From an optimization exercise on the open Yosys and OpenROAD flow, aimed at small area, a short achievable clock period and few clock cycles per item; shortcuts taken in it are not production practice.
Where RTL was checked, it was by simulation tests only, not by an equivalence proof against the original.
Power figures rest on the tool's default switching activity, not on a simulated workload.

==> inputs of 05-03 <==
Design adsr_envelope_generator, start of the top module:
module adsr_envelope_generator #(
  parameter int POSITION_BITS = 24
) (
  input  wire         clk,
  input  wire         rst,
  input  wire         psel,
  input  wire         penable,
  input  wire         pwrite,
  input  wire  [3:0]  paddr,
  input  wire  [31:0] pwdata,
  output logic [31:0] prdata,
  output logic        pready,
  input  wire         s_axis_tvalid,
  output logic        s_axis_tready,
  input  wire  [23:0] s_axis_tdata,   
  input  wire  [1:0]  s_axis_tuser,   
  output logic        m_axis_tvalid,
  input  wire         m_axis_tready,
  output logic [39:0] m_axis_tdata    
);
  logic [23:0] att_len, dec_len, rel_len;
  logic [15:0] sus_lvl;
  logic        cfg_wr;
  adsr_regs u_regs (
    .clk     (clk),
    .rst     (rst),
    .psel    (psel),
    .penable (penable),
    .pwrite  (pwrite),
    .paddr   (paddr),
    .pwdata  (pwdata),
    .prdata  (prdata),
    .pready  (pready),
    .att_len (att_len),
    .dec_len (dec_len),
    .sus_lvl (sus_lvl),
    .rel_len (rel_len),
    .cfg_wr  (cfg_wr)
  );
  adsr_dp u_dp (
    .clk           (clk),
    .rst           (rst),
    .att_len       (att_len),
    .dec_len       (dec_len),
    .sus_lvl       (sus_lvl),
    .rel_len       (rel_len),
    .cfg_wr        (cfg_wr),
    .s_axis_tvalid (s_axis_tvalid),
    .s_axis_tready (s_axis_tready),
    .s_axis_tdata  (s_axis_tdata),
    .s_axis_tuser  (s_axis_tuser),
    .m_axis_tvalid (m_axis_tvalid),
    .m_axis_tready (m_axis_tready),
    .m_axis_tdata  (m_axis_tdata)
  );
endmodule
clock: 13.0 ns
lec_check: 0
cap_margin: 20
core_margin: 2
core_utilization: 40
setup_slack_margin: 5
slew_margin: 20
run.sh (not shown) runs the stock make flow with config.mk's settings and CLKGATE_MAP_FILE= SYNTH_SCRIPT=/design/flow/synth_recipe.tcl, a recipe that flattens the netlist after the stock synthesis.
==> inputs of 10-26, as changes to 05-03 <==
--- a/flow/design.v
+++ b/flow/design.v
@@ -52,20 +52,22 @@
         2'd1: dec_len <= pwdata[23:0];
         2'd2: sus_lvl <= pwdata[15:0];
         default: rel_len <= pwdata[23:0];
       endcase
     end
   end
-  always_comb begin
+  logic [23:0] rd_q;
+  always_ff @(posedge clk) begin
     case (paddr[3:2])
-      2'd0: prdata = {8'd0, att_len};
-      2'd1: prdata = {8'd0, dec_len};
-      2'd2: prdata = {16'd0, sus_lvl};
-      default: prdata = {8'd0, rel_len};
+      2'd0: rd_q <= att_len;
+      2'd1: rd_q <= dec_len;
+      2'd2: rd_q <= {8'd0, sus_lvl};
+      default: rd_q <= rel_len;
     endcase
   end
+  assign prdata = {8'd0, rd_q};
 endmodule
 `default_nettype wire
 `default_nettype none
 module adsr_div (
   input  wire         clk,
   input  wire         start,
@@ -73,21 +75,23 @@
   input  wire  [23:0] len,
   input  wire         run,
   output logic [15:0] q,
   output logic [23:0] r
 );
   logic [24:0] t;
+  logic [25:0] d;
   logic        ge;
   assign t  = {r, q[15]};
-  assign ge = (t >= {1'b0, len});
+  assign d  = {1'b0, t} - {2'b0, len};
+  assign ge = !d[25];
   always_ff @(posedge clk) begin
     if (start) begin
       q <= m;
       r <= '0;
     end else if (run) begin
-      r <= ge ? 24'(t - {1'b0, len}) : t[23:0];
+      r <= ge ? d[23:0] : t[23:0];
       q <= {q[14:0], ge};
     end
   end
 endmodule
 `default_nettype wire
 `default_nettype none
@@ -757,14 +761,12 @@
   logic [2:0]  phase;
   logic [23:0] pos;
   logic [15:0] lvl;         
   logic [23:0] r;
   logic [15:0] rsl;
   logic        lvl0;        
-  logic [15:0] st_q;
-  logic [23:0] st_r;
   logic        cur_ok;
   logic        eng_busy;
   logic        eng_ok;
   logic [1:0]  eng_tag;
   logic [3:0]  eng_cnt;
   logic [15:0] eng_q;
@@ -808,25 +810,34 @@
   logic        hold;
   logic        blk;
   assign is_smp = (bc_kind == adsr_pkg::KIND_SAMPLE);
   assign hold   = m_axis_tvalid && !m_axis_tready;
   assign blk    = sync_on || (is_smp && (need_sync || (ramp && !(k_ok && k_a == bc_a))));
   assign c_fire = bc_v && !hold && !blk;
-  assign s_axis_tready = !bc_v || c_fire;
+  logic        sk_v;
+  logic [25:0] sk_d;
+  logic        bc_free;
+  logic        acc;
+  assign s_axis_tready = !sk_v;
+  assign acc     = s_axis_tvalid && !sk_v && !rst;
+  assign bc_free = !bc_v || c_fire;
   always_ff @(posedge clk) begin
     if (rst) begin
       bc_v <= 1'b0;
-    end else if (s_axis_tready) begin
-      bc_v <= s_axis_tvalid;
+      sk_v <= 1'b0;
+    end else if (bc_free) begin
+      bc_v <= sk_v || acc;
+      sk_v <= 1'b0;
+    end else if (acc) begin
+      sk_v <= 1'b1;
     end
   end
   always_ff @(posedge clk) begin
-    if (s_axis_tready) begin
-      bc_kind <= s_axis_tuser;
-      bc_a    <= s_axis_tdata[23:16];
-      bc_smp  <= s_axis_tdata[15:0];
+    if (!sk_v) sk_d <= {s_axis_tuser, s_axis_tdata};
+    if (bc_free) begin
+      {bc_kind, bc_a, bc_smp} <= sk_v ? sk_d : {s_axis_tuser, s_axis_tdata};
     end
   end
   logic [23:0] k_n;
   logic [4:0]  k_msb;
   logic        k_go_item, k_go;
   logic [15:0] k_yq;
@@ -841,17 +852,25 @@
       if (k_n[i]) k_msb = 5'(i);
     end
   end
   assign k_go_item = bc_v && is_smp && ramp && cur_ok && !need_sync && !sync_on &&
                      !(k_ok && k_a == bc_a) && !k_busy;
   assign k_go = k_go_item || (sync_on && sync_ph == 2'd0 && !k_busy && !k_ok);
-  assign k_yq   = k_add ? st_q : k_q;
-  assign k_yr   = k_add ? st_r : k_r;
+  assign k_yq   = k_add ? eng_q : k_q;
+  assign k_yr   = k_add ? eng_r : k_r;
+  logic [25:0] k_xl, k_cs, k_cc;
+  logic [15:0] k_qa, k_qb;
+  assign k_xl   = ~{2'b0, len};
+  assign k_cs   = {2'b0, k_r} ^ {2'b0, k_yr} ^ k_xl;
+  assign k_cc   = {(({2'b0, k_r} & {2'b0, k_yr}) | ({2'b0, k_r} & k_xl) |
+                    ({2'b0, k_yr} & k_xl)), 1'b0};
   assign k_t0   = {1'b0, k_r} + {1'b0, k_yr};
-  assign k_t1   = {2'b0, k_r} + {2'b0, k_yr} - {2'b0, len};
+  assign k_t1   = k_cs + k_cc + 26'd1;
   assign k_wrap = !k_t1[25];
+  assign k_qa   = k_q + k_yq;
+  assign k_qb   = k_q + k_yq + 16'd1;
   logic [24:0] p_sum;
   logic        p_end;
   logic [2:0]  ph_next;
   assign p_sum = {1'b0, pos} + 25'(bc_a);
   assign p_end = (p_sum >= {1'b0, len});
   always_comb begin
@@ -895,24 +914,26 @@
   end
   logic        div_start;
   logic [1:0]  job;
   logic [15:0] job_m;
   logic [23:0] div_len;
   logic [1:0]  need_tag;
-  logic        need_cur;
-  logic        take_eng;
+  logic        k_need;
   assign need_tag = is_att ? adsr_pkg::JOB_A : is_dec ? adsr_pkg::JOB_D : adsr_pkg::JOB_R;
-  assign need_cur = ramp && !cur_ok;
-  assign take_eng = need_cur && eng_ok && (eng_tag == need_tag);
-  assign job      = need_cur ? need_tag : (is_att ? adsr_pkg::JOB_D : adsr_pkg::JOB_A);
-  assign div_start = !take_eng && !((eng_busy || eng_ok) && (eng_tag == job));
+  assign cur_ok   = ramp && eng_ok && (eng_tag == need_tag);
+  assign k_need   = ramp && (k_busy || sync_on || need_sync ||
+                             (bc_v && is_smp && !(k_ok && k_a == bc_a)));
+  assign job      = k_need ? need_tag :
+                    is_att ? adsr_pkg::JOB_D :
+                    (phase == adsr_pkg::PH_SUSTAIN) ? adsr_pkg::JOB_R : adsr_pkg::JOB_A;
+  assign div_start = !((eng_busy || eng_ok) && (eng_tag == job));
   always_comb begin
     case (job)
       adsr_pkg::JOB_A: job_m = UNITY;
       adsr_pkg::JOB_D: job_m = 16'(UNITY - s_cl);
-      default:         job_m = rsl;
+      default:         job_m = (phase == adsr_pkg::PH_SUSTAIN) ? s_cl : rsl;
     endcase
     case (eng_tag)
       adsr_pkg::JOB_A: div_len = att_len;
       adsr_pkg::JOB_D: div_len = dec_len;
       default:         div_len = rel_len;
     endcase
@@ -931,13 +952,12 @@
   assign sync_start = !sync_on && need_sync && ramp && cur_ok && !(bc_v && !is_smp);
   always_ff @(posedge clk) begin
     if (rst) begin
       phase     <= adsr_pkg::PH_OFF;
       lvl       <= '0;
       lvl0      <= 1'b1;
-      cur_ok    <= 1'b0;
       eng_busy  <= 1'b0;
       eng_ok    <= 1'b0;
       eng_tag   <= 2'd0;
       eng_cnt   <= '0;
       k_ok      <= 1'b0;
       k_busy    <= 1'b0;
@@ -948,18 +968,13 @@
         eng_cnt <= eng_cnt + 4'd1;
         if (eng_cnt == 4'd15) begin
           eng_busy <= 1'b0;
           eng_ok   <= 1'b1;
         end
       end
-      if (take_eng) begin
-        st_q   <= eng_q;
-        st_r   <= eng_r;
-        cur_ok <= 1'b1;
-        eng_ok <= 1'b0;
-      end else if (div_start) begin
+      if (div_start) begin
         eng_busy <= 1'b1;
         eng_ok   <= 1'b0;
         eng_tag  <= job;
         eng_cnt  <= '0;
       end
       if (k_go) begin
@@ -967,32 +982,31 @@
         k_add <= 1'b0;
         k_j   <= k_msb - 5'd1;
         if (k_n == '0) begin
           k_q  <= '0;
           k_r  <= '0;
         end else begin
-          k_q  <= st_q;
-          k_r  <= st_r;
+          k_q  <= eng_q;
+          k_r  <= eng_r;
         end
         k_ok   <= (k_msb == '0);
         k_busy <= (k_msb != '0);
       end else if (k_busy) begin
-        k_q <= k_q + k_yq + 16'(k_wrap);
+        k_q <= k_wrap ? k_qb : k_qa;
         k_r <= k_wrap ? k_t1[23:0] : k_t0[23:0];
         if (!k_add && k_n[k_j]) begin
           k_add <= 1'b1;
         end else begin
           k_add <= 1'b0;
           k_j   <= k_j - 5'd1;
           if (k_j == '0) begin
             k_busy <= 1'b0;
             k_ok   <= 1'b1;
           end
         end
       end
-      if (take_eng) k_ok <= 1'b0;
       if (need_sync && !ramp) begin
         need_sync <= 1'b0;
         if (phase == adsr_pkg::PH_SUSTAIN) lvl <= s_cl;
       end
       if (sync_start) begin
         need_sync <= 1'b0;
@@ -1025,31 +1039,23 @@
             lvl       <= (att_len == '0) ? UNITY : 16'd0;
             lvl0      <= 1'b1;
             pos       <= '0;
             r         <= '0;
             need_sync <= 1'b0;
             k_ok      <= 1'b0;
-            if (eng_ok && eng_tag == adsr_pkg::JOB_A) begin
-              st_q   <= eng_q;
-              st_r   <= eng_r;
-              cur_ok <= 1'b1;
-              eng_ok <= 1'b0;
-            end else begin
-              cur_ok <= 1'b0;
-            end
           end
           adsr_pkg::KIND_RELEASE: begin
             phase     <= adsr_pkg::PH_RELEASE;
             rsl       <= cur_level;
             lvl       <= (rel_len == '0) ? 16'd0 : cur_level;
             pos       <= '0;
             r         <= '0;
             need_sync <= 1'b0;
             k_ok      <= 1'b0;
-            cur_ok    <= 1'b0;
-            if (eng_tag == adsr_pkg::JOB_R) begin
+            if (!(eng_tag == adsr_pkg::JOB_R && phase == adsr_pkg::PH_SUSTAIN &&
+                  cur_level == s_cl)) begin
               eng_busy <= 1'b0;
               eng_ok   <= 1'b0;
             end
           end
           adsr_pkg::KIND_OFF: begin
             phase     <= adsr_pkg::PH_OFF;
@@ -1066,31 +1072,22 @@
                 k_ok  <= 1'b0;
                 case (phase)
                   adsr_pkg::PH_ATTACK: lvl <= UNITY;
                   adsr_pkg::PH_DECAY:  lvl <= s_cl;
                   default:             lvl <= '0;
                 endcase
-                if (is_att && eng_ok && eng_tag == adsr_pkg::JOB_D) begin
-                  st_q   <= eng_q;
-                  st_r   <= eng_r;
-                  cur_ok <= 1'b1;
-                  eng_ok <= 1'b0;
-                end else begin
-                  cur_ok <= 1'b0;
-                end
               end else begin
                 pos <= p_sum[23:0];
                 lvl <= lvl_new;
                 r   <= r_new;
               end
             end
           end
         endcase
       end
       if (cfg_wr) begin
-        cur_ok    <= 1'b0;
         eng_busy  <= 1'b0;
         eng_ok    <= 1'b0;
         k_ok      <= 1'b0;
         k_busy    <= 1'b0;
         sync_on   <= 1'b0;
         need_sync <= 1'b1;
==> flow/flow/run.sh (new file) <==
#!/bin/bash
# standard synthesis, then the standard layout with a larger setup margin for repair_timing
set -euo pipefail
bash standard.sh synth > synth.log 2>&1
bash standard.sh SETUP_SLACK_MARGIN=8.5 finish > layout.log 2>&1
==> flow/standard.sh (new file) <==
#!/bin/bash
# synth_recipe.tcl (not shown) runs the flow's synth.tcl, then flattens the netlist and writes it again
# the make line also repeats each setting of config.mk as NAME=value (left out here)
make -C /OpenROAD-flow-scripts/flow DESIGN_CONFIG=/design/flow/config.mk WORK_HOME=/design/flow/orfs CLKGATE_MAP_FILE= SYNTH_SCRIPT=/design/flow/synth_recipe.tcl "${@:-finish}"
Settings changed: CORE_UTILIZATION 40 to 60, SETUP_SLACK_MARGIN 5 to default.
removed: flow/run.sh
==> qor summary <==
| metric | 10-26 | 05-03 |
|---|---|---|
| Combinational power | 2350 uW | 2470 uW |
| Share of the synthesized area in the top cell type | 15.6% | 19.1% |
| # Taps | 846 | 1254 |
| Sequential cell area share | 20.8% | 24.2% |
| Result of the run | finished clean | finished clean |
| CP max stage cell | sky130_fd_sc_hd__fa_1 | sky130_fd_sc_hd__clkdlybuf4s50_1 |
| R2R Path End | u_dp.out_d[15]$_DFFE_PP_ | u_dp.k_q[14]$_DFFE_PP_ |
| Worst path buffer plus inverter count | 3 | 2 |
| Switching portion of total power | 37.3% | 39.6% |
| Wire length on met1 | 55200 um | 54000 um |
| Unrepaired setup endpoints after global routing | true | false |
| Number of antenna violations at the first check in global routing | 5 | 1 |
| Achievable clock frequency | 173 MHz | 129 MHz |
| Met2 usage | 62.5% | 43.9% |
| Largest stage delay, worst path | 0.57 ns | 0.61 ns |
Testbench counts of 05-03, summed over its fixed seeds: cycles 46,442, items 43,471.
Testbench counts of 10-26, summed over its fixed seeds: cycles 45,576, items 43,471.

==> v3: inputs <==
adsr_envelope_generator, a different RTL version from the one above (not shown whole).
Settings: LEC_CHECK=0, CAP_MARGIN=20, CORE_MARGIN=2, CORE_UTILIZATION=60, SLEW_MARGIN=20; clock period 13.0 ns.
standard.sh (not shown) runs the stock make flow with config.mk's settings and CLKGATE_MAP_FILE= SYNTH_SCRIPT=/design/flow/synth_recipe.tcl, a recipe that flattens the netlist after the stock synthesis.
==> flow/flow/run.sh <==
#!/bin/bash
# standard synthesis, then the standard layout with a larger setup margin for repair_timing
set -euo pipefail
bash standard.sh synth > synth.log 2>&1
bash standard.sh SETUP_SLACK_MARGIN=7 finish > layout.log 2>&1
==> inputs of v21, as changes to v3 <==
--- a/flow/design.v
+++ b/flow/design.v
@@ -887,11 +887,11 @@
   logic        up_r, up_l;
   logic [25:0] x_rho, x_len, cs_s, cs_c;
   logic [25:0] s0, s1;
   logic        wrap;
   logic [23:0] r_new;
-  logic [15:0] l_d, lvl_new;
+  logic [15:0] l_d, l_a, l_b, lvl_new;
   assign up_r  = !is_rel;
   assign up_l  = is_att;
   assign x_rho = up_r ? {2'b0, k_r} : ~{2'b0, k_r};
   assign x_len = up_r ? ~{2'b0, len} : {2'b0, len};
   assign s0    = {2'b0, r} + x_rho + 26'(!up_r);
@@ -899,11 +899,13 @@
   assign cs_c  = {(({2'b0, r} & x_rho) | ({2'b0, r} & x_len) | (x_rho & x_len)), 1'b0};
   assign s1    = cs_s + cs_c + 26'd1;
   assign wrap  = up_r ? !s1[25] : s0[25];
   assign r_new = wrap ? s1[23:0] : s0[23:0];
   assign l_d   = up_l ? k_q : ~k_q;
-  assign lvl_new = lvl + l_d + 16'(wrap == up_l);
+  assign l_a   = lvl + l_d;
+  assign l_b   = lvl + l_d + 16'd1;
+  assign lvl_new = (wrap == up_l) ? l_b : l_a;
   logic [15:0] lvl_entry;
   always_comb begin
     case (phase)
       adsr_pkg::PH_ATTACK:  lvl_entry = (att_len == '0) ? UNITY : 16'd0;
       adsr_pkg::PH_DECAY:   lvl_entry = UNITY;
==> flow/flow/run.sh (replaced) <==
#!/bin/bash
# standard synthesis, then the standard layout with a larger setup margin for repair_timing
set -euo pipefail
bash standard.sh synth > synth.log 2>&1
bash standard.sh SETUP_SLACK_MARGIN=7.5 finish > layout.log 2>&1
==> run notes <==
The run finished with no timing, DRC or antenna violations. The tools report the worst setup path startpoint as u_dp.phase[2]. The met3 routed wirelength came out at 11,320 microns. The final-layout fill cell count is 5,226. In the post-synthesis netlist, the biggest area contributors are sky130_fd_sc_hd__edfxtp_1 (16%), sky130_fd_sc_hd__fa_1 (12%), sky130_fd_sc_hd__dfxtp_1 (10%). The standby leakage power is 18.01 nW, and the fraction of layout instances using a drive strength above 1 is 0.1152. Data on the critical path arrives at its endpoint at 7.13 ns. The vertical extent of the die is 256.2 microns, and the placed instance count is 5,233.

The utilization of the core after routing was 0.6918. The setup check on the worst reg-to-reg path leaves a slack of 6.43 ns. The worst hold path begins at u_dp.sk_d[11]. After synthesis the cells add up to 38,180 sq um.

The area fraction of the dominant cell type after synthesis is 0.1557.
That was v3.
==> run notes <==
For this design the static power due to leakage is 18.10 nW. By area the synthesized netlist is led by sky130_fd_sc_hd__edfxtp_1 (16%), sky130_fd_sc_hd__fa_1 (12%), sky130_fd_sc_hd__dfxtp_1 (10%). The vertical extent of the die was 256.3 microns.

In this run the register-to-register setup slack is 7.20 ns. Startpoint of the tightest hold check path: u_dp.sk_d[0]. In this run the clock root is driven by a sky130_fd_sc_hd__clkbuf_16. Worst setup path startpoint: u_dp.bc_smp[13]. Counting tap cells, the placed design contains a total of 5,261 instances. The flow ran to the end and the layout has no timing, DRC or antenna violations. The tools report the utilization of the core after routing as 0.6920. The fraction of layout instances using a drive strength above 1 was 0.1163.
That was v21.
Testbench counts of v21, summed over its fixed seeds: cycles 45,576, items 43,471.
Only the layout flow was run in v3; the RTL was not checked for function there.

what the ideal ports hide:
The results above use ideal ports. As a check the final layouts listed here were re-extracted and re-timed, cells and wires unchanged.
Step 1 sets driving cells, clkbuf_16 on the clock port and buf_2 on the other inputs (assumed; they add their load-dependent delay and slew).
Step 2 times the ports against the registers' clock, not the clock port: input delays grow and output delays shrink by t, the midpoint of the rising clock arrivals with the driver on.
a / b / c = ideal ports / drivers / drivers and shift; a / b = the first two.
run	t (ns)	slack for setup (ns)	latest minus earliest clock arrival (ns)	worst register clock-pin slew, ns
05-03	0.682	5.256 / 5.226 / 5.226	0.032 / 0.032	0.07 / 0.07
10-26	0.689	7.227 / 7.227 / 7.227	0.051 / 0.051	0.07 / 0.07
v3	0.691	6.429 / 6.429 / 6.429	0.028 / 0.029	0.08 / 0.08
v21	0.688	7.200 / 7.200 / 7.088	0.043 / 0.042	0.07 / 0.07
After both steps setup and hold are still met in every run listed. The setup slack of v21, which loses most, moves by 0.000 ns with the drivers and by -0.112 ns with both steps.
